Context: an optimization exercise on an open-source flow, tuned for small area, a short achievable clock period and few clock cycles. The choices shown serve that exercise and are no tape-out recipe.
Only simulation tests tie the RTL to the original design; equivalence was not proved.
Power and IR drop assume default switching activity.

## flow/design.v (module list and top-level ports; edited modules follow where they fit)
// module MacPipe: 1465 lines
// module ProcessingElement: 255 lines
module ProcessingElement #(
    parameter int MaxFiltW = PECfg::DefMaxFiltW,
    parameter int MaxOutW  = PECfg::DefMaxOutW,
    parameter int MaxCh    = PECfg::DefMaxCh
) (
    input  logic                         i_clk,
    input  logic                         i_rstN,
    input  logic                         i_start,
    input  logic [$clog2(MaxFiltW+1)-1:0] i_filtW,
    input  logic [$clog2(MaxOutW+1)-1:0]  i_outW,
    input  logic [$clog2(MaxCh+1)-1:0]    i_numCh,
    input  logic                         i_ipixValid,
    input  PECfg::Pix                    i_ipix,
    input  logic                         i_wpixValid,
    input  PECfg::Pix                    i_wpix,
    output logic                         o_fwdValid,
    output PECfg::Pix                    o_fwdPix,
    output logic                         o_psumValid,
    output PECfg::Psum                   o_psum,
    output logic                         o_done
);
  // ...
==> flow/run.sh <==
#!/bin/bash
# synth_recipe.tcl (not shown) runs the flow's synth.tcl, then flattens the netlist and writes it again
# the make line also repeats each setting of config.mk as NAME=value (left out here)
make -C /OpenROAD-flow-scripts/flow DESIGN_CONFIG=/design/flow/config.mk WORK_HOME=/design/flow/orfs CLKGATE_MAP_FILE= SYNTH_SCRIPT=/design/flow/synth_recipe.tcl finish
==> flow/config.mk <==
export PLATFORM = sky130hd
export DESIGN_NAME = ProcessingElement
export DESIGN_NICKNAME = ProcessingElement
export VERILOG_FILES = /design/flow/design.v
export SDC_FILE = /design/flow/constraint.sdc
export NUM_CORES = 4
export LEC_CHECK = 0
export ABC_CLOCK_PERIOD_IN_PS = 3000
export CAP_MARGIN = 20
export CORE_MARGIN = 2
export CORE_UTILIZATION = 40
export SETUP_SLACK_MARGIN = 5.0
export SLEW_MARGIN = 20
==> flow/constraint.sdc <==
create_clock -name core_clock -period 8.0 [get_ports {i_clk}]
set_input_delay 1.6000 -clock core_clock [delete_from_list [all_inputs] [get_ports {i_clk}]]
set_output_delay 1.6000 -clock core_clock [all_outputs]
set_load 0.01 [all_outputs]
==> impl_metrics.yaml, run 1 <==
synth:
  ys_ff_latch: 1286
  synth.area.mux_share_pct: 2.94
  netlist.area_leader.share_pct: 61.4
  async_flop_share_pct: 0
global_routing:
  grt_start_max_net_pins: 169
detailed_routing:
  drtIter0Drc: 2792
  vias: 27859
  wl_met2_um: 49500
hold_path:
  hp-start: "z1$_DFF_P_"
  min_path_type: "reg -> reg"
finish:
  largest_register_ffs: 608
  n_fill_cell: 10909
  largest_register: "chain"
  inv_count: 298
  sh_seq_area_pct: 57.6
  clockNetworkAreaShare_pct: 6.20
timing:
  rsz0062_at_grt: "true"
  tns_ps: 0
  fmax_mhz: 290
  fin_crit_sh_pct: 43.1
clock_network:
  cts_tree: "yes"
  cts_buffers: 119
  clockRootBuffer: "clkbuf_16"
power_and_ir_drop:
  p_int_mw: 11.2
  ir_worst_vdd_uv: 220
  pwr-share-clk_pct: 38.5
  powerSeq_mw: 7.48
  p_clk_mw: 5.63
critical_path:
  critPathMaxStageDelay_ps: 460
  r2r_start: "ring[2]$_DFFE_PP_"
  cpMostUsedCell: "a211oi_4"
outcome:
  status: "complete, no violations"
flow_run:
  maxCapViolCount: 0
Testbench counts, summed over its fixed seeds: cycles 8,124.
==> inputs of run 2 (changes only) <==
--- a/flow/config.mk
+++ b/flow/config.mk
@@ -5,7 +5,6 @@
 export SDC_FILE = /design/flow/constraint.sdc
 export NUM_CORES = 4
 export LEC_CHECK = 0
-export ABC_CLOCK_PERIOD_IN_PS = 3000
 export CAP_MARGIN = 20
 export CORE_MARGIN = 2
 export CORE_UTILIZATION = 40
==> impl_metrics.yaml, run 2 <==
outcome:
  status: "complete, no violations"
clock_network:
  cts_buffers: 119
  cts_buffer_depth: 3
  path_clk_slew_ps: 60
  cts_sinks: 1286
  htreeDepth: 3
  worstSkewPairLatency_ps: 730
  clockRootBuffer: "clkbuf_16"
  cts_tree: "yes"
timing:
  slew_headroom_pct: 23.1
  setup_viol: 0
  fmax_mhz: 290
  report.final.hold_viol_count: 0
  rsz0062_at_grt: "true"
  worst_slew_pin_slew_ps: 1150
  maxSlewViolCount: 0
  fin_crit_ps: 3450
  fin_ws_ps: 4550
  holdWs_ps: 327
  skew_ps: 43.0
  tns_ps: 0
  fin_crit_sh_pct: 43.1
global_routing:
  antenna_found_initial: 7
  grt_pass1_vias: 26879
  gr-usage-all-layers_pct: 15.6
  grt_remaining_overflow: 0
  grt_pass1_wl_um: 162000
  grt_start_max_net_pins: 169
hold_path:
  hold_end: "z2$_DFF_P_"
  min_path_cells: 0
  hp-start: "z1$_DFF_P_"
  min_path_type: "reg -> reg"
floorplanning:
  dieArea_um2: 134000
  start_util_pct: 40.4
  chipWidth_um: 366
  ios: 63
  core_area_um2: 130000
  dieHeight_um: 366
  num_rows: 132
critical_path:
  r2r_start: "ring[2]$_DFFE_PP_"
  timing.rr.end: "ring[97]$_DFFE_PP_"
  worstPathMaxFanout: 5
  endpoint_kind: "flop"
  r2r_slack_ps: 4550
  worstPathRequired_ps: 8440
  crit_arrival_ps: 3890
  start_kind: "flop"
  path_class: "reg -> reg"
  reg2regPathDepth: 11
synth:
  yosysTopAreaCell: "edfxtp_1"
  yosysWarnings: 4
  syn-cell-area_um2: 52400
  synth_commonest_cells: "edfxtp_1 (1071), nand2_1 (440), inv_1 (296)"
  synthCells: 3401
  synth.distinct_cells: 68
  ys_seq_area_share_pct: 69.6
  synth-edff-count: 1071
  ys_ff_latch: 1286
  synth_flop_cell: "edfxtp_1"
  avgSynthCellArea_um2: 15.4
  async_flop_share_pct: 0
  yosysMostFrequentCell: "edfxtp_1"
  synth_nets: 3759
  yosys-top-cells-area: "edfxtp_1 (61%), fa_1 (9.2%), dfxtp_1 (8.2%)"
  netlist.area_leader.share_pct: 61.4
place:
  dpl.hpwl_um: 63700
  place_congestion: 0.837
  io_buffers: 61
  pre_cts_slack_ps: 2790
  dpl_cell_area_um2: 55100
  placed_cells: 5122
finish:
  nets: 4065
  final_common_cell: "edfxtp_1"
  stdcell_count: 5552
  final_core_util_pct: 48.8
  stdcell_area_um2: 63400
  drive_gt1_share_pct: 21.3
  largest_register_ffs: 608
  largest_register: "chain"
  diodes: 0
  top_regs: "chain (608), ring (320), wslot (128)"
  most-common-layout-cells: "edfxtp_1 (1071), nand2_1 (426), inv_1 (278)"
  syn2layout_area_growth_pct: 21.0
detailed_routing:
  drt_first_pass_iters: 6
  drtAntennaViolNets: 0
  wl_per_cell_um: 19.9
  totalWireLength_um: 111000
  viasPerCell: 5.02
  drc: 0
  drtIter0Drc: 2792
  vias: 27859
power_and_ir_drop:
  ir_worst_vdd_uv: 220
  power.density_nw_per_um2: 231
  power_mw: 14.6
  leakagePower_nw: 22.5
flow_run:
  maxCapViolCount: 0
[run 2: cell counts after synthesis]
Identical to the previous run, type by type.
[run 2: critical path, cell delays in order, from the launching register on]
cell and delay [ps]:
edfxtp_1 460, nor2b_1 180, ha_1 350, fa_2 450, a211oi_4 310, buf_4 180
o211a_4 200, o221ai_4 160, buf_6 180, a211oi_4 370, buf_12 190, o41ai_4 100
[run 2: worst max-delay path by stage]
stage,to,slack [ps],cells after the start,from
6_report,ring[97]$_DFFE_PP_,4550,11,ring[2]$_DFFE_PP_
3_3_place_gp,q[4]$_DFF_P_,2760,16,i_wpixValid
2_1_floorplan,q[4]$_DFF_P_,3880,15,i_wpixValid
5_1_grt,q[4]$_DFF_P_,4510,16,i_wpixValid
3_5_place_dp,q[4]$_DFF_P_,2790,16,i_wpixValid
4_1_cts,q[4]$_DFF_P_,4460,16,i_wpixValid
[run 2: per-layer routing]
layer	vias to the layer above	global-route usage, %	share of wire, %
li1	12598	-	-
met1	14133	23.5	46
met2	912	23.1	45
met3	216	3.01	6.9
met4	0	4.31	2.8
met5	-	0	0
[run 2: power by group]
group          internal, mW  switching (mW)
Clock                  3.16            2.48
Combinational         0.654           0.878
Sequential             7.42          0.0631
[run 2: cell families (layout without fill, tap and decap cells)]
logic type | count (synthesis) | count (layout) | share of synthesized area (%)
multiplexers | 87 | 87 | 2.94
flip-flops | 1286 | 1286 | 69.6
adder cells (fa/ha/maj) | 326 | 326 | 11.2
XOR/XNOR | 66 | 67 | 1.10
buffers and inverters | 405 | 805 | 2.92
AO/OA/AOI/OAI | 372 | 375 | 4.44
AND/OR/NAND/NOR | 859 | 864 | 7.75
[run 2: layout make-up]
| type | instances | area (µm²) |
|---|---|---|
| well taps | 1742 | 2180 |
| flip-flops and latches | 1286 | 36500 |
| fillers | 10909 | 66400 |
| clock inverters | 62 | 599 |
| inverters | 298 | 1130 |
| multi-input cells | 1719 | 16700 |
| repair buffers | 283 | 2940 |
| clock buffers | 162 | 3330 |
[run 2: repair_timing]
action	4_1_cts	5_1_grt
gates resized for setup	284	339
gates cloned	9	14
setup buffers	113	69
setup endpoints to repair	602	535
pin swaps	113	160
hold buffers	0	0
==> inputs of run 3 (changes only) <==
--- a/flow/config.mk
+++ b/flow/config.mk
@@ -8,5 +8,4 @@
 export CAP_MARGIN = 20
 export CORE_MARGIN = 2
 export CORE_UTILIZATION = 40
-export SETUP_SLACK_MARGIN = 5.0
 export SLEW_MARGIN = 20
==> impl_metrics.yaml, run 3 <==
clock_network:
  post_cts_buffers: 0
  cts_resized: 0
  htreeDepth: 4
  path_clk_slew_ps: 60
  clockRootBuffer: "clkbuf_16"
  cts_sinks: 1286
  cts_buffer_depth: 3
  cts_buffers: 131
  cts_hold_buf: 0
  worstSkewPairLatency_ps: 750
  cts_tree: "yes"
timing:
  rsz0062_at_grt: "false"
  tns_ps: 0
  skew_ps: 24.9
  fin_crit_sh_pct: 58.1
  holdWs_ps: 327
  fmax_mhz: 215
  fin_crit_ps: 4650
  report.final.hold_viol_count: 0
  setup_viol: 0
  maxSlewViolCount: 0
  slew_headroom_pct: 29.1
  worst_slew_pin_slew_ps: 1060
global_routing:
  grt_pass1_wl_um: 155000
  grt_pass1_vias: 26273
  antenna_found_initial: 8
  gr-usage-all-layers_pct: 15.1
  grt_start_max_net_pins: 190
  grt_remaining_overflow: 0
synth:
  synth.area.mux_share_pct: 2.94
  synth.distinct_cells: 68
  ys_ff_latch: 1286
  yosysTopAreaCell: "edfxtp_1"
  yosysWarnings: 4
  synth_xor_area_share_pct: 1.10
  netlist.area_leader.share_pct: 61.4
  synth_commonest_cells: "edfxtp_1 (1071), nand2_1 (440), inv_1 (296)"
  ys_seq_area_share_pct: 69.6
  async_flop_share_pct: 0
  synthCells: 3401
  yosys.area_share.adder_pct: 11.2
  yosys-top-cells-area: "edfxtp_1 (61%), fa_1 (9.2%), dfxtp_1 (8.2%)"
  synth_nets: 3759
  synth_compound_area_share_pct: 4.44
  synth_top_family_by_area: "adder cells"
  synth_flop_cell: "edfxtp_1"
  synth-edff-count: 1071
  syn-cell-area_um2: 52400
  avgSynthCellArea_um2: 15.4
  synthSimpleGateAreaFrac_pct: 7.75
  yosysMostFrequentCell: "edfxtp_1"
critical_path:
  cp-startpoint: "i_wpixValid"
  crit_arrival_ps: 5300
  endpoint_kind: "flop"
  cp-endpoint: "q[4]$_DFF_P_"
  reg2regPathDepth: 7
  worstPathMaxFanout: 13
  worstPathRequired_ps: 8650
  r2r_slack_ps: 3710
  path_class: "in -> reg"
  r2r_start: "cW1[3]$_DFFE_PP_"
  start_kind: "input pin"
  timing.rr.end: "ring[269]$_DFFE_PP_"
finish:
  nets: 3874
  largest_register: "chain"
  syn2layout_area_growth_pct: 13.1
  largest_register_ffs: 608
  most-common-layout-cells: "edfxtp_1 (1071), nand2_1 (438), inv_1 (296)"
  top_regs: "chain (608), ring (320), wslot (128)"
  drive_gt1_share_pct: 8.70
  diodes: 0
  final_common_cell: "edfxtp_1"
  n_fill_cell: 11430
detailed_routing:
  drtAntennaViolNets: 0
  wl_per_cell_um: 18.5
  vias: 25946
  drtIter0Drc: 2407
  viasPerCell: 4.84
  drc: 0
  totalWireLength_um: 99400
  drt_first_pass_iters: 5
power_and_ir_drop:
  power.density_nw_per_um2: 241
  leakagePower_nw: 20.9
  ir_worst_vdd_uv: 182
floorplanning:
  core_area_um2: 130000
  start_util_pct: 40.4
  chipWidth_um: 366
  num_rows: 132
  dieHeight_um: 366
  ios: 63
  dieArea_um2: 134000
flow_run:
  maxCapViolCount: 0
place:
  dpl.hpwl_um: 63600
  place_congestion: 0.813
  io_buffers: 61
outcome:
  status: "complete, no violations"
hold_path:
  min_path_type: "reg -> reg"
run 3: area by class of cell:
type,instances,area [µm²],share of cell area [%]
Clock buffer,170,3560,6.01
Clock inverter,68,571,0.963
Inverter,298,1120,1.89
Multi-Input combinational cell,1710,14500,24.5
Sequential cell,1286,36500,61.5
Tap cell,1742,2180,3.68
Timing Repair Buffer,89,858,1.45
run 3: cell families (layout without fill, tap and decap cells):
logic type / count (synthesis) / in the layout
adder cells (fa/ha/maj): 326 / 326
AND/OR/NAND/NOR: 859 / 859
XOR/XNOR: 66 / 66
multiplexers: 87 / 87
AO/OA/AOI/OAI: 372 / 372
flip-flops: 1286 / 1286
buffers and inverters: 405 / 625
run 3: power breakdown:
part           switching [mW]  internal [mW]
combinational           0.575          0.342
sequential             0.0664           7.42
clock                    2.51           3.38
run 3: critical path, stage by stage:
cell and delay [ps]:
clkdlybuf4s50_1 490, and4bb_2 410, a41oi_1 270, a311o_1 410, nor2_1 260, inv_1 160
ha_1 300, inv_1 70, ha_1 160, inv_1 60, fa_1 400, nor2b_1 130
o21ai_0 110, a21boi_0 190, a211oi_1 70, o31ai_1 200
run 3: per-stage QoR:
stage,area (µm²),setup WS (ps),utilization [%],instances,power [mW]
after floorplan,52400,2170,-,3401,8.22
after global placement,55100,2600,42.4,5124,8.53
after detailed placement,55100,2630,42.4,5124,8.55
after CTS,59200,3430,45.6,5362,14.5
after global routing,59300,3090,45.6,5363,14.9
final,59300,3350,45.6,5363,14.3
run 3: routing by layer:
metal / track usage [%] / vias to the layer above / part of all wire [%]
met5: 0 / - / 0.011
met2: 22.3 / 592 / 44
met3: 3.34 / 148 / 6.4
met4: 5.25 / 2 / 2.4
met1: 21.9 / 13019 / 47
li1: - / 12185 / -
run 3: worst min path at each step:
stage               slack, ps                      end  depth (start not counted)                  from
floorplan                 310            aLast$_DFF_P_                          0            l2$_DFF_P_
global placement          310  mac0.r2_r1_s287$_DFF_P_                          0  mac0.r1_s287$_DFF_P_
detailed placement        310            aLast$_DFF_P_                          0            l2$_DFF_P_
CTS                       330            aLast$_DFF_P_                          0            l2$_DFF_P_
global route              340               z2$_DFF_P_                          0            z1$_DFF_P_
finish                    330            aLast$_DFF_P_                          0            l2$_DFF_P_
==> module ProcessingElement, before the edit <==
module ProcessingElement #(
    parameter int MaxFiltW = PECfg::DefMaxFiltW,
    parameter int MaxOutW  = PECfg::DefMaxOutW,
    parameter int MaxCh    = PECfg::DefMaxCh
) (
    input  logic                         i_clk,
    input  logic                         i_rstN,
    input  logic                         i_start,
    input  logic [$clog2(MaxFiltW+1)-1:0] i_filtW,
    input  logic [$clog2(MaxOutW+1)-1:0]  i_outW,
    input  logic [$clog2(MaxCh+1)-1:0]    i_numCh,
    input  logic                         i_ipixValid,
    input  PECfg::Pix                    i_ipix,
    input  logic                         i_wpixValid,
    input  PECfg::Pix                    i_wpix,
    output logic                         o_fwdValid,
    output PECfg::Pix                    o_fwdPix,
    output logic                         o_psumValid,
    output PECfg::Psum                   o_psum,
    output logic                         o_done
);
    localparam int NPix = 76;    
    localparam int NPs  = 16;    
    logic [1:0] cC1, cF1;
    logic [3:0] cW1;
    logic [4:0] cR1;
    logic       run;             
    logic       pMore, wMore;    
    logic [4:0] pI;
    logic [1:0] pCh;
    logic [1:0] wJ, wC;          
    logic [2:0] wChDone;         
    logic [6:0] skipCnt;         
    logic       fwdValid, pTake;
    logic [7:0] fwdPix;
    logic       fb, rep, repFin;
    logic [NPix*8-1:0] chain;
    logic [127:0] wslot;
    logic [4:0] eI;
    logic [1:0] eCh;
    logic [7:0]  twR [4];
    logic        v1, z1, l1, v2, z2, l2, aV, aZero, aLast;
    logic [19:0] rowA, rowB;
    logic [NPs*20-1:0] ring;
    logic [4:0]  finCnt, dCnt, q;
    logic        psumValid, dLastR, doneR;
    logic [19:0] outR;
    logic        avail, qOk, drainNow, drRot, ringEn, engDone, finStep, lastDrain;
    logic startNow, accP, accW, pRowEnd, pLast, wLast, pMoreN, wMoreN;
    assign startNow = i_start && !run;
    assign accP     = i_ipixValid && pMore;
    assign accW     = i_wpixValid && wMore;
    assign pRowEnd  = (pI == cR1);
    assign pLast    = pRowEnd && (pCh == cC1);
    assign wLast    = (wJ == 2'd0) && (wC == cC1);
    assign pMoreN   = pMore && !(accP && pLast);
    assign wMoreN   = wMore && !(accW && wLast);
    always_ff @(posedge i_clk) begin
        if (startNow) begin
            cC1 <= 2'(i_numCh - 3'd1);
            cF1 <= 2'(i_filtW - 3'd1);
            cW1 <= 4'(i_outW - 5'd1);
            cR1 <= i_outW + 5'(i_filtW) - 5'd2;
        end
    end
    always_ff @(posedge i_clk) begin
        if (startNow) begin
            pI      <= '0;
            pCh     <= '0;
            wJ      <= 2'(i_filtW - 3'd1);
            wC      <= '0;
            wChDone <= '0;
        end else begin
            if (accP) begin
                pI  <= pRowEnd ? 5'd0 : pI + 5'd1;
                pCh <= pCh + 2'(pRowEnd);
            end
            if (accW) begin
                if (wJ == 2'd0) begin
                    wJ      <= cF1;
                    wC      <= wC + 2'd1;
                    wChDone <= wChDone + 3'd1;
                end else begin
                    wJ <= wJ - 2'd1;
                end
            end
        end
    end
    for (genvar k = 0; k < 16; k++) begin : g_wslot
        always_ff @(posedge i_clk) begin
            if (accW && {wC, wJ} == 4'(k)) wslot[8*k +: 8] <= i_wpix;
        end
    end
    logic       ldDone, repRot, evX, winFull, wOK, stepReq, step, eRowEnd;
    logic [7:0] X;
    assign ldDone  = run && !pMore && !wMore;
    assign repRot  = rep && !repFin;
    assign evX     = rep ? (repRot && skipCnt == 7'd0) : pTake;
    assign X       = rep ? chain[7:0] : fwdPix;
    assign winFull = (eI >= 5'(cF1));
    assign wOK     = (3'(eCh) < wChDone);
    assign stepReq = evX && winFull && (rep || !fb);
    assign step    = stepReq && (rep || wOK);
    assign eRowEnd = (eI == cR1);
    always_ff @(posedge i_clk) begin
        fwdPix <= i_ipix;
        if (!i_rstN) begin
            fwdValid <= 1'b0;
            pTake    <= 1'b0;
            run      <= 1'b0;
            pMore    <= 1'b0;
            wMore    <= 1'b0;
            fb       <= 1'b0;
            rep      <= 1'b0;
            repFin   <= 1'b0;
        end else begin
            fwdValid <= i_ipixValid;
            pTake    <= accP;
            if (startNow) begin
                run    <= 1'b1;
                pMore  <= 1'b1;
                wMore  <= 1'b1;
                fb     <= 1'b0;
                rep    <= 1'b0;
                repFin <= 1'b0;
            end else begin
                pMore <= pMoreN;
                wMore <= wMoreN;
                if (lastDrain) run <= 1'b0;
                if (stepReq && !rep && !wOK) fb <= 1'b1;
                if (ldDone && fb && !rep) rep <= 1'b1;
                if (rep && evX && eRowEnd && eCh == cC1) repFin <= 1'b1;
            end
        end
    end
    always_ff @(posedge i_clk) begin
        if (pTake || repRot) chain <= {X, chain[NPix*8-1:8]};
    end
    always_ff @(posedge i_clk) begin
        if (startNow) begin
            skipCnt <= 7'(NPix);
        end else if (pTake || (repRot && skipCnt != 7'd0)) begin
            skipCnt <= skipCnt - 7'd1;
        end
    end
    always_ff @(posedge i_clk) begin
        if (startNow || (ldDone && fb && !rep)) begin
            eI  <= '0;
            eCh <= '0;
        end else if (evX) begin
            eI  <= eRowEnd ? 5'd0 : eI + 5'd1;
            eCh <= eCh + 2'(eRowEnd);
        end
    end
    for (genvar j = 0; j < 4; j++) begin : g_tap
        always_ff @(posedge i_clk) begin
            twR[j] <= (step && 2'(j) <= cF1) ? wslot[8*(4*eCh + j) +: 8] : 8'd0;
        end
    end
    always_ff @(posedge i_clk) begin
        z1    <= (eCh == 2'd0);
        l1    <= (eCh == cC1);
        z2    <= z1;
        l2    <= l1;
        aZero <= v2 && z2;
        aLast <= l2;
        if (!i_rstN) begin
            v1 <= 1'b0;
            v2 <= 1'b0;
            aV <= 1'b0;
        end else begin
            v1 <= step;
            v2 <= v1;
            aV <= v2;
        end
    end
    MacPipe mac0 (
        .i_clk  (i_clk),
        .a0     (chain[75*8 +: 8]),
        .b0     (twR[0]),
        .a1     (chain[74*8 +: 8]),
        .b1     (twR[1]),
        .a2     (chain[73*8 +: 8]),
        .b2     (twR[2]),
        .a3     (chain[72*8 +: 8]),
        .b3     (twR[3]),
        .o_rowA (rowA),
        .o_rowB (rowB)
    );
    logic [19:0] base, newv;
    assign engDone  = (finCnt == 5'(cW1) + 5'd1);
    assign avail    = (dCnt < finCnt);
    assign qOk      = (q < 5'd6);
    assign drainNow = run && (ldDone || (!pMoreN && !wMoreN)) && avail && qOk;
    assign drRot    = run && ldDone && engDone && avail && qOk;
    assign ringEn   = aV || drRot;
    assign finStep  = aV && aLast;
    assign lastDrain = drainNow && (dCnt == 5'(cW1));
    assign base = aZero ? 20'd0 : ring[19:0];
    assign newv = base + rowA + rowB;
    for (genvar k = 0; k < NPs; k++) begin : g_ring
        if (k < 3) begin : g_lo
            always_ff @(posedge i_clk) begin
                if (ringEn) ring[20*k +: 20] <= ring[20*(k+1) +: 20];
            end
        end else if (k == NPs - 1) begin : g_top
            always_ff @(posedge i_clk) begin
                if (ringEn) ring[20*k +: 20] <= newv;
            end
        end else begin : g_mid
            always_ff @(posedge i_clk) begin
                if (ringEn) ring[20*k +: 20] <= (cW1 <= 4'(k)) ? newv : ring[20*(k+1) +: 20];
            end
        end
    end
    always_ff @(posedge i_clk) begin
        if (startNow) begin
            finCnt <= '0;
            dCnt   <= '0;
            q      <= i_outW;
        end else if (ldDone && fb && !rep) begin
            finCnt <= '0;
            dCnt   <= '0;
            q      <= 5'(cW1) + 5'd1;
        end else begin
            if (finStep) finCnt <= finCnt + 5'd1;
            if (drainNow) dCnt <= dCnt + 5'd1;
            q <= q - 5'(finStep || drRot) + 5'(drainNow);
        end
    end
    always_ff @(posedge i_clk) begin
        case (q[2:0])
            3'd0:    outR <= ring[0*20 +: 20];
            3'd1:    outR <= ring[1*20 +: 20];
            3'd2:    outR <= ring[2*20 +: 20];
            3'd3:    outR <= ring[3*20 +: 20];
            3'd4:    outR <= ring[4*20 +: 20];
            default: outR <= ring[5*20 +: 20];
        endcase
        if (!i_rstN) begin
            psumValid <= 1'b0;
            dLastR    <= 1'b0;
            doneR     <= 1'b0;
        end else begin
            psumValid <= drainNow;
            dLastR    <= lastDrain;
            doneR     <= dLastR;
        end
    end
    assign o_fwdValid  = fwdValid;
    assign o_fwdPix    = fwdPix;
    assign o_psumValid = psumValid;
    assign o_psum      = outR;
    assign o_done      = doneR;
endmodule
==> inputs of run 4 (changes only) <==
--- a/flow/design.v
+++ b/flow/design.v
@@ -1531,19 +1531,19 @@
     logic        v1, z1, l1, v2, z2, l2, aV, aZero, aLast;
     logic [19:0] rowA, rowB;
     logic [NPs*20-1:0] ring;
-    logic [4:0]  finCnt, dCnt, q;
+    logic [4:0]  kFin, pend, dCnt, q;    
     logic        psumValid, dLastR, doneR;
     logic [19:0] outR;
-    logic        avail, qOk, drainNow, drRot, ringEn, engDone, finStep, lastDrain;
-    logic startNow, accP, accW, pRowEnd, pLast, wLast, pMoreN, wMoreN;
+    logic        drOK, drainNow, drRot, ringEn, engDone, finStep, lastDrain, ldNow;
+    logic startNow, accP, accW, pRowEnd, pLastR, wLastR, pMoreN, wMoreN;
+    logic [4:0] pI_n;
+    logic [1:0] pCh_n, wJ_n, wC_n;
     assign startNow = i_start && !run;
     assign accP     = i_ipixValid && pMore;
     assign accW     = i_wpixValid && wMore;
     assign pRowEnd  = (pI == cR1);
-    assign pLast    = pRowEnd && (pCh == cC1);
-    assign wLast    = (wJ == 2'd0) && (wC == cC1);
-    assign pMoreN   = pMore && !(accP && pLast);
-    assign wMoreN   = wMore && !(accW && wLast);
+    assign pMoreN   = pMore && !(accP && pLastR);
+    assign wMoreN   = wMore && !(accW && wLastR);
     always_ff @(posedge i_clk) begin
         if (startNow) begin
             cC1 <= 2'(i_numCh - 3'd1);
@@ -1552,6 +1552,20 @@
             cR1 <= i_outW + 5'(i_filtW) - 5'd2;
         end
     end
+    always_comb begin
+        pI_n  = pI;
+        pCh_n = pCh;
+        wJ_n  = wJ;
+        wC_n  = wC;
+        if (accP) begin
+            pI_n  = pRowEnd ? 5'd0 : pI + 5'd1;
+            pCh_n = pCh + 2'(pRowEnd);
+        end
+        if (accW) begin
+            wJ_n = (wJ == 2'd0) ? cF1 : wJ - 2'd1;
+            wC_n = wC + 2'(wJ == 2'd0);
+        end
+    end
     always_ff @(posedge i_clk) begin
         if (startNow) begin
             pI      <= '0;
@@ -1559,20 +1573,16 @@
             wJ      <= 2'(i_filtW - 3'd1);
             wC      <= '0;
             wChDone <= '0;
+            pLastR  <= 1'b0;
+            wLastR  <= (i_filtW == 3'd1) && (i_numCh == 3'd1);
         end else begin
-            if (accP) begin
-                pI  <= pRowEnd ? 5'd0 : pI + 5'd1;
-                pCh <= pCh + 2'(pRowEnd);
-            end
-            if (accW) begin
-                if (wJ == 2'd0) begin
-                    wJ      <= cF1;
-                    wC      <= wC + 2'd1;
-                    wChDone <= wChDone + 3'd1;
-                end else begin
-                    wJ <= wJ - 2'd1;
-                end
-            end
+            pI      <= pI_n;
+            pCh     <= pCh_n;
+            wJ      <= wJ_n;
+            wC      <= wC_n;
+            wChDone <= wChDone + 3'(accW && wJ == 2'd0);
+            pLastR  <= (pI_n == cR1) && (pCh_n == cC1);
+            wLastR  <= (wJ_n == 2'd0) && (wC_n == cC1);
         end
     end
     for (genvar k = 0; k < 16; k++) begin : g_wslot
@@ -1677,11 +1687,11 @@
         .o_rowB (rowB)
     );
     logic [19:0] base, newv;
-    assign engDone  = (finCnt == 5'(cW1) + 5'd1);
-    assign avail    = (dCnt < finCnt);
-    assign qOk      = (q < 5'd6);
-    assign drainNow = run && (ldDone || (!pMoreN && !wMoreN)) && avail && qOk;
-    assign drRot    = run && ldDone && engDone && avail && qOk;
+    assign engDone  = (pend == 5'd0);
+    assign drOK     = run && (kFin != 5'd0) && (q < 5'd6);
+    assign ldNow    = (!pMore || (i_ipixValid && pLastR)) && (!wMore || (i_wpixValid && wLastR));
+    assign drainNow = drOK && ldNow;
+    assign drRot    = drOK && ldDone && engDone;
     assign ringEn   = aV || drRot;
     assign finStep  = aV && aLast;
     assign lastDrain = drainNow && (dCnt == 5'(cW1));
@@ -1704,17 +1714,20 @@
     end
     always_ff @(posedge i_clk) begin
         if (startNow) begin
-            finCnt <= '0;
-            dCnt   <= '0;
-            q      <= i_outW;
+            kFin <= '0;
+            pend <= i_outW;
+            dCnt <= '0;
+            q    <= i_outW;
         end else if (ldDone && fb && !rep) begin
-            finCnt <= '0;
-            dCnt   <= '0;
-            q      <= 5'(cW1) + 5'd1;
+            kFin <= '0;
+            pend <= 5'(cW1) + 5'd1;
+            dCnt <= '0;
+            q    <= 5'(cW1) + 5'd1;
         end else begin
-            if (finStep) finCnt <= finCnt + 5'd1;
-            if (drainNow) dCnt <= dCnt + 5'd1;
-            q <= q - 5'(finStep || drRot) + 5'(drainNow);
+            if (finStep) pend <= pend - 5'd1;
+            kFin <= drainNow ? kFin + 5'(finStep) - 5'd1 : kFin + 5'(finStep);
+            dCnt <= drainNow ? dCnt + 5'd1 : dCnt;
+            q    <= drainNow ? q - 5'(finStep || drRot) + 5'd1 : q - 5'(finStep || drRot);
         end
     end
     always_ff @(posedge i_clk) begin
--- a/flow/config.mk
+++ b/flow/config.mk
@@ -7,5 +7,6 @@
 export LEC_CHECK = 0
 export CAP_MARGIN = 20
 export CORE_MARGIN = 2
-export CORE_UTILIZATION = 40
+export CORE_UTILIZATION = 60
+export SETUP_SLACK_MARGIN = 5.0
 export SLEW_MARGIN = 20
==> impl_metrics.yaml, run 4 <==
outcome:
  status: "complete, no violations"
detailed_routing:
  vias: 28175
  drtIter0Drc: 2435
  drt_first_pass_iters: 5
  wl_per_cell_um: 21.9
  viasPerCell: 5.63
  totalWireLength_um: 110000
  drtAntennaViolNets: 0
  drc: 0
floorplanning:
  num_rows: 108
  start_util_pct: 60.7
  dieArea_um2: 90300
  dieHeight_um: 301
  core_area_um2: 86900
  ios: 63
  chipWidth_um: 301
timing:
  slew_headroom_pct: 24.7
  fin_crit_ps: 3390
  setup_viol: 0
  report.final.hold_viol_count: 0
  skew_ps: 22.4
  worst_slew_pin_slew_ps: 1130
  maxSlewViolCount: 0
  fmax_mhz: 295
  fin_crit_sh_pct: 42.4
  fin_ws_ps: 4610
  rsz0062_at_grt: "true"
finish:
  syn2layout_area_growth_pct: 17.5
  largest_register: "chain"
  largest_register_ffs: 608
  most-common-layout-cells: "edfxtp_1 (1074), nand2_1 (404), inv_1 (284)"
  drive_gt1_share_pct: 18.5
  top_regs: "chain (608), ring (320), wslot (128)"
  nets: 4095
  stdcell_area_um2: 62000
  final_common_cell: "edfxtp_1"
global_routing:
  grt_pass1_vias: 28887
  grt_remaining_overflow: 0
  antenna_found_initial: 2
  grt_start_max_net_pins: 223
  grt_pass1_wl_um: 168000
  gr-usage-all-layers_pct: 24.7
clock_network:
  cts_sinks: 1293
  cts_buffer_depth: 3
  cts_hold_buf: 0
  htreeDepth: 4
  clockRootBuffer: "clkbuf_16"
  cts_tree: "yes"
  path_clk_slew_ps: 60
  cts_buffers: 131
  worstSkewPairLatency_ps: 730
synth:
  ys_seq_area_share_pct: 69.4
  synth-edff-count: 1074
  yosysTopAreaCell: "edfxtp_1"
  yosysMostFrequentCell: "edfxtp_1"
  async_flop_share_pct: 0
  synth_nets: 3843
  synthCells: 3491
  netlist.area_leader.share_pct: 61.1
  syn-cell-area_um2: 52800
  ys_ff_latch: 1293
  yosysWarnings: 4
  synth_flop_cell: "edfxtp_1"
  synth_commonest_cells: "edfxtp_1 (1074), nand2_1 (412), inv_1 (301)"
  avgSynthCellArea_um2: 15.1
  yosys-top-cells-area: "edfxtp_1 (61%), fa_1 (9.1%), dfxtp_1 (8.3%)"
  synth.distinct_cells: 70
place:
  io_buffers: 62
  pre_cts_slack_ps: 3860
  dpl.hpwl_um: 67700
  place_congestion: 0.915
  dpl_cell_area_um2: 54800
critical_path:
  start_kind: "flop"
  endpoint_kind: "flop"
  worstPathMaxFanout: 13
  worstPathRequired_ps: 8560
  crit_arrival_ps: 3950
  path_class: "reg -> reg"
  reg2regPathDepth: 11
hold_path:
  min_path_cells: 0
  min_path_type: "reg -> reg"
power_and_ir_drop:
  leakagePower_nw: 22.3
  ir_worst_vdd_uv: 284
  power.density_nw_per_um2: 239
flow_run:
  maxCapViolCount: 0
## run 4: routing by layer
metal	part of all wire [%]	GRT usage, %
met1	43	35.4
met2	48	38.8
met3	5.7	3.99
met4	3.2	8.95
met5	0	0
## run 4: through the flow
step	hold WS (ps)	util [%]	TNS, ps	power, mW	instances
2_1_floorplan	310	-	-400860	8.16	3491
3_3_place_gp	313	63.1	0	8.42	4621
3_5_place_dp	323	63.1	0	8.45	4621
4_1_cts	334	70.0	0	14.8	4944
5_1_grt	338	71.3	0	15.3	5000
6_report	331	71.3	0	14.8	5001
## run 4: path summary, 6_finish.rpt
kind,from,end,slack [ps]
min,z1$_DFF_P_,z2$_DFF_P_,330
max reg2reg,ring[7]$_DFFE_PP_,ring[299]$_DFFE_PP_,4610
max,ring[7]$_DFFE_PP_,ring[299]$_DFFE_PP_,4610
min reg2reg,z1$_DFF_P_,z2$_DFF_P_,330
## run 4: kinds of logic (layout without fill, tap and decap cells)
group / after synthesis / in the layout / synth area share, %
buffers and inverters: 423 / 774 / 3.06
muxes: 93 / 93 / 2.88
adders and majority gates: 320 / 320 / 11.0
xor gates and xnor gates: 79 / 79 / 1.31
and+or+nand+nor: 900 / 902 / 8.09
DFF: 1293 / 1293 / 69.4
other: 0 / 1 / 0
AOI/OAI and AO/OA: 383 / 384 / 4.21
## run 4: what timing repair did
| action | CTS | global route |
|---|---|---|
| setup endpoints to repair | 604 | 551 |
| buffers inserted | 79 | 53 |
| gates resized for setup | 252 | 217 |
| pin swaps | 71 | 88 |
| cloned | 9 | 2 |
## run 4: critical path, stage by stage (launching register included)
cell	delay [ps]
edfxtp_1	420
nor2b_4	160
fa_2	570
ha_4	210
o21a_1	170
o211ai_1	360
a31oi_4	80
buf_6	150
buf_6	120
o31a_1	310
or3_4	450
a31oi_1	220
## run 4: cell type report
| type | count | area (µm²) |
|---|---|---|
| diodes | 1 | 2.50 |
| clock buffers | 173 | 3730 |
| clock inverters | 62 | 669 |
| fillers | 5557 | 24900 |
| inverters | 301 | 1140 |
| multi-input cells | 1778 | 15900 |
| flip-flops and latches | 1293 | 36700 |
| well taps | 1155 | 1450 |
| repair buffers | 238 | 2420 |
## run 4: report_power, final
part	internal, mW	switching [mW]
Sequential	7.43	0.0662
Combinational	0.502	0.691
Clock	3.63	2.51
Testbench counts of run 4, summed over its fixed seeds: cycles 8,124.
==> inputs of run 5 (changes only) <==
--- a/flow/config.mk
+++ b/flow/config.mk
@@ -7,6 +7,6 @@
 export LEC_CHECK = 0
 export CAP_MARGIN = 20
 export CORE_MARGIN = 2
-export CORE_UTILIZATION = 60
+export CORE_UTILIZATION = 40
 export SETUP_SLACK_MARGIN = 5.0
 export SLEW_MARGIN = 20
==> impl_metrics.yaml, run 5 <==
detailed_routing:
  vias: 28105
  viasPerCell: 5.00
  wl_per_cell_um: 19.8
  drt_first_pass_iters: 5
  drtAntennaViolNets: 0
  drc: 0
  drtIter0Drc: 2570
  totalWireLength_um: 111000
place:
  place_congestion: 0.833
  io_buffers: 62
  dpl.hpwl_um: 66600
  placed_cells: 5211
timing:
  setup_viol: 0
  fmax_mhz: 302
  tns_ps: 0
  report.final.hold_viol_count: 0
  slew_headroom_pct: 33.0
  maxSlewViolCount: 0
  fin_crit_ps: 3310
  worst_slew_pin_slew_ps: 1010
  rsz0062_at_grt: "true"
  skew_ps: 28.9
  fin_crit_sh_pct: 41.3
critical_path:
  r2r_slack_ps: 4690
  crit_arrival_ps: 3770
  path_class: "reg -> reg"
  worstPathMaxFanout: 13
  endpoint_kind: "flop"
  start_kind: "flop"
  worstPathRequired_ps: 8470
  reg2regPathDepth: 12
clock_network:
  htreeDepth: 4
  cts_buffer_depth: 3
  cts_sinks: 1293
  cts_tree: "yes"
  path_clk_slew_ps: 60
  cts_buffers: 133
  worstSkewPairLatency_ps: 760
  clockRootBuffer: "clkbuf_16"
synth:
  ys_ff_latch: 1293
  avgSynthCellArea_um2: 15.1
  yosysTopAreaCell: "edfxtp_1"
  synth_commonest_cells: "edfxtp_1 (1074), nand2_1 (412), inv_1 (301)"
  synthCells: 3491
  synth_flop_cell: "edfxtp_1"
  yosysWarnings: 4
  yosys-top-cells-area: "edfxtp_1 (61%), fa_1 (9.1%), dfxtp_1 (8.3%)"
  synth.distinct_cells: 70
  synth_nets: 3843
  netlist.area_leader.share_pct: 61.1
  ys_seq_area_share_pct: 69.4
  yosysMostFrequentCell: "edfxtp_1"
  async_flop_share_pct: 0
  synth-edff-count: 1074
  syn-cell-area_um2: 52800
floorplanning:
  dieHeight_um: 367
  ios: 63
  num_rows: 133
  core_area_um2: 131000
  chipWidth_um: 367
  start_util_pct: 40.2
  dieArea_um2: 135000
global_routing:
  grt_pass1_wl_um: 168000
  gr-usage-all-layers_pct: 16.4
  grtUsageMet1_pct: 24.3
  globalRouteMet2Util_pct: 23.9
  grt_remaining_overflow: 0
  grt_start_max_net_pins: 225
  grt_pass1_vias: 27733
  antenna_found_initial: 3
  grt_busiest_layer: "met1"
  met3_usage_pct: 3.01
power_and_ir_drop:
  ir_worst_vdd_uv: 183
  power.density_nw_per_um2: 235
  power_mw: 14.8
  leakagePower_nw: 22.4
finish:
  largest_register: "chain"
  multi_input_area_um2: 15900
  most-common-layout-cells: "edfxtp_1 (1074), nand2_1 (401), inv_1 (280)"
  final_core_util_pct: 48.1
  nets: 4114
  final_common_cell: "edfxtp_1"
  n_fill_cell: 11207
  diodes: 0
  ff_latch_area_um2: 36700
  stdcell_count: 5621
  drive_gt1_share_pct: 18.3
  largest_register_ffs: 608
  syn2layout_area_growth_pct: 19.5
  top_regs: "chain (608), ring (320), wslot (128)"
hold_path:
  min_path_type: "reg -> reg"
  min_path_cells: 0
outcome:
  status: "complete, no violations"
flow_run:
  maxCapViolCount: 0
## run 5: worst max-delay path, stage by stage (launching register included)
cell	delay, ps
edfxtp_1	500
nor2b_4	180
fa_1	490
ha_4	300
o21a_1	120
o211ai_1	300
a31oi_4	80
buf_6	160
o31a_1	350
buf_4	160
o21ai_4	130
buf_12	140
a31oi_1	90
## run 5: per-stage QoR
| stage | instance area [µm²] | hold slack [ps] | setup slack, ps |
|---|---|---|---|
| global route | 63000 | 332 | 4610 |
| finish | 63000 | 319 | 4690 |
| floorplan | 53000 | 310 | -1250 |
| detailed placement | 55500 | 312 | 3670 |
| global placement | 55500 | 312 | 3800 |
| CTS | 61700 | 325 | 4740 |
## run 5: final cells by class
| type | instances | area share [%] |
|---|---|---|
| Timing Repair Buffer | 253 | 4.31 |
| Clock inverter | 65 | 1.24 |
| Sequential cell | 1293 | 58.2 |
| Multi-Input combinational cell | 1780 | 25.2 |
| Inverter | 301 | 1.80 |
| Tap cell | 1755 | 3.48 |
| Clock buffer | 174 | 5.77 |
## run 5: metal layers
layer	wire, µm	part of all wire, %
met1	51500	46
met2	48900	44
met3	7680	6.9
met4	3040	2.7
met5	0	0
## run 5: worst paths after layout
path,endpoint,startpoint
worst min-delay path,mac0.r2_r1_s287$_DFF_P_,mac0.r1_s287$_DFF_P_
worst max-delay path,ring[159]$_DFFE_PP_,ring[8]$_DFFE_PP_
worst max register to register,ring[159]$_DFFE_PP_,ring[8]$_DFFE_PP_
worst min register to register,mac0.r2_r1_s287$_DFF_P_,mac0.r1_s287$_DFF_P_
## run 5: cells by family (layout without fill, tap and decap cells)
| family | Yosys count | after routing | share of synthesized area [%] |
|---|---|---|---|
| AND/OR/NAND/NOR | 900 | 903 | 8.09 |
| flip-flops | 1293 | 1293 | 69.4 |
| adder cells (fa/ha/maj) | 320 | 320 | 11.0 |
| multiplexers | 93 | 93 | 2.88 |
| AO/OA/AOI/OAI | 383 | 385 | 4.21 |
| buffers and inverters | 423 | 793 | 3.06 |
| XOR/XNOR | 79 | 79 | 1.31 |
## run 5: timing repair
action | in CTS | in global routing
gates resized for setup | 225 | 197
cloned | 10 | 5
pin swaps | 67 | 88
hold buffers | 0 | 0
buffers inserted | 95 | 60
setup endpoints to repair | 688 | 503
## run 5: where the power goes
part	switching (mW)	internal, mW
registers	0.0671	7.43
logic	0.637	0.451
clock network	2.62	3.63
total	3.33	11.5

## afterwards: timing with drivers on the ports
The results above use ideal ports. As a check the final layouts listed here were re-extracted and re-timed, cells and wires unchanged. Step 1 (the two cells are an assumption about what drives the block):
set clk [get_ports {i_clk}]
set_driving_cell -lib_cell sky130_fd_sc_hd__clkbuf_16 $clk
set_driving_cell -lib_cell sky130_fd_sc_hd__buf_2 [delete_from_list [all_inputs] $clk]
Step 2 also shifts input and output timing later by t, the mid clock arrival at the registers, as if the neighbouring blocks saw the same clock. a / b / c = ideal / step 1 / step 2; a / b = the first two.
run	t (ns)	setup slack, ns	slew at the worst register clock pin (ns)
run 1	0.783	4.552 / 4.552 / 3.779	0.07 / 0.07
run 2	0.783	4.552 / 4.552 / 3.779	0.07 / 0.07
run 3	0.812	3.354 / 3.362 / 2.549	0.07 / 0.07
run 4	0.786	4.609 / 4.609 / 4.273	0.07 / 0.07
run 5	0.820	4.694 / 4.694 / 4.281	0.07 / 0.07
After both steps every run listed still meets setup and hold. For run 3, which loses most, drivers alone change the setup slack by +0.008 ns; drivers and shift together by -0.805 ns.
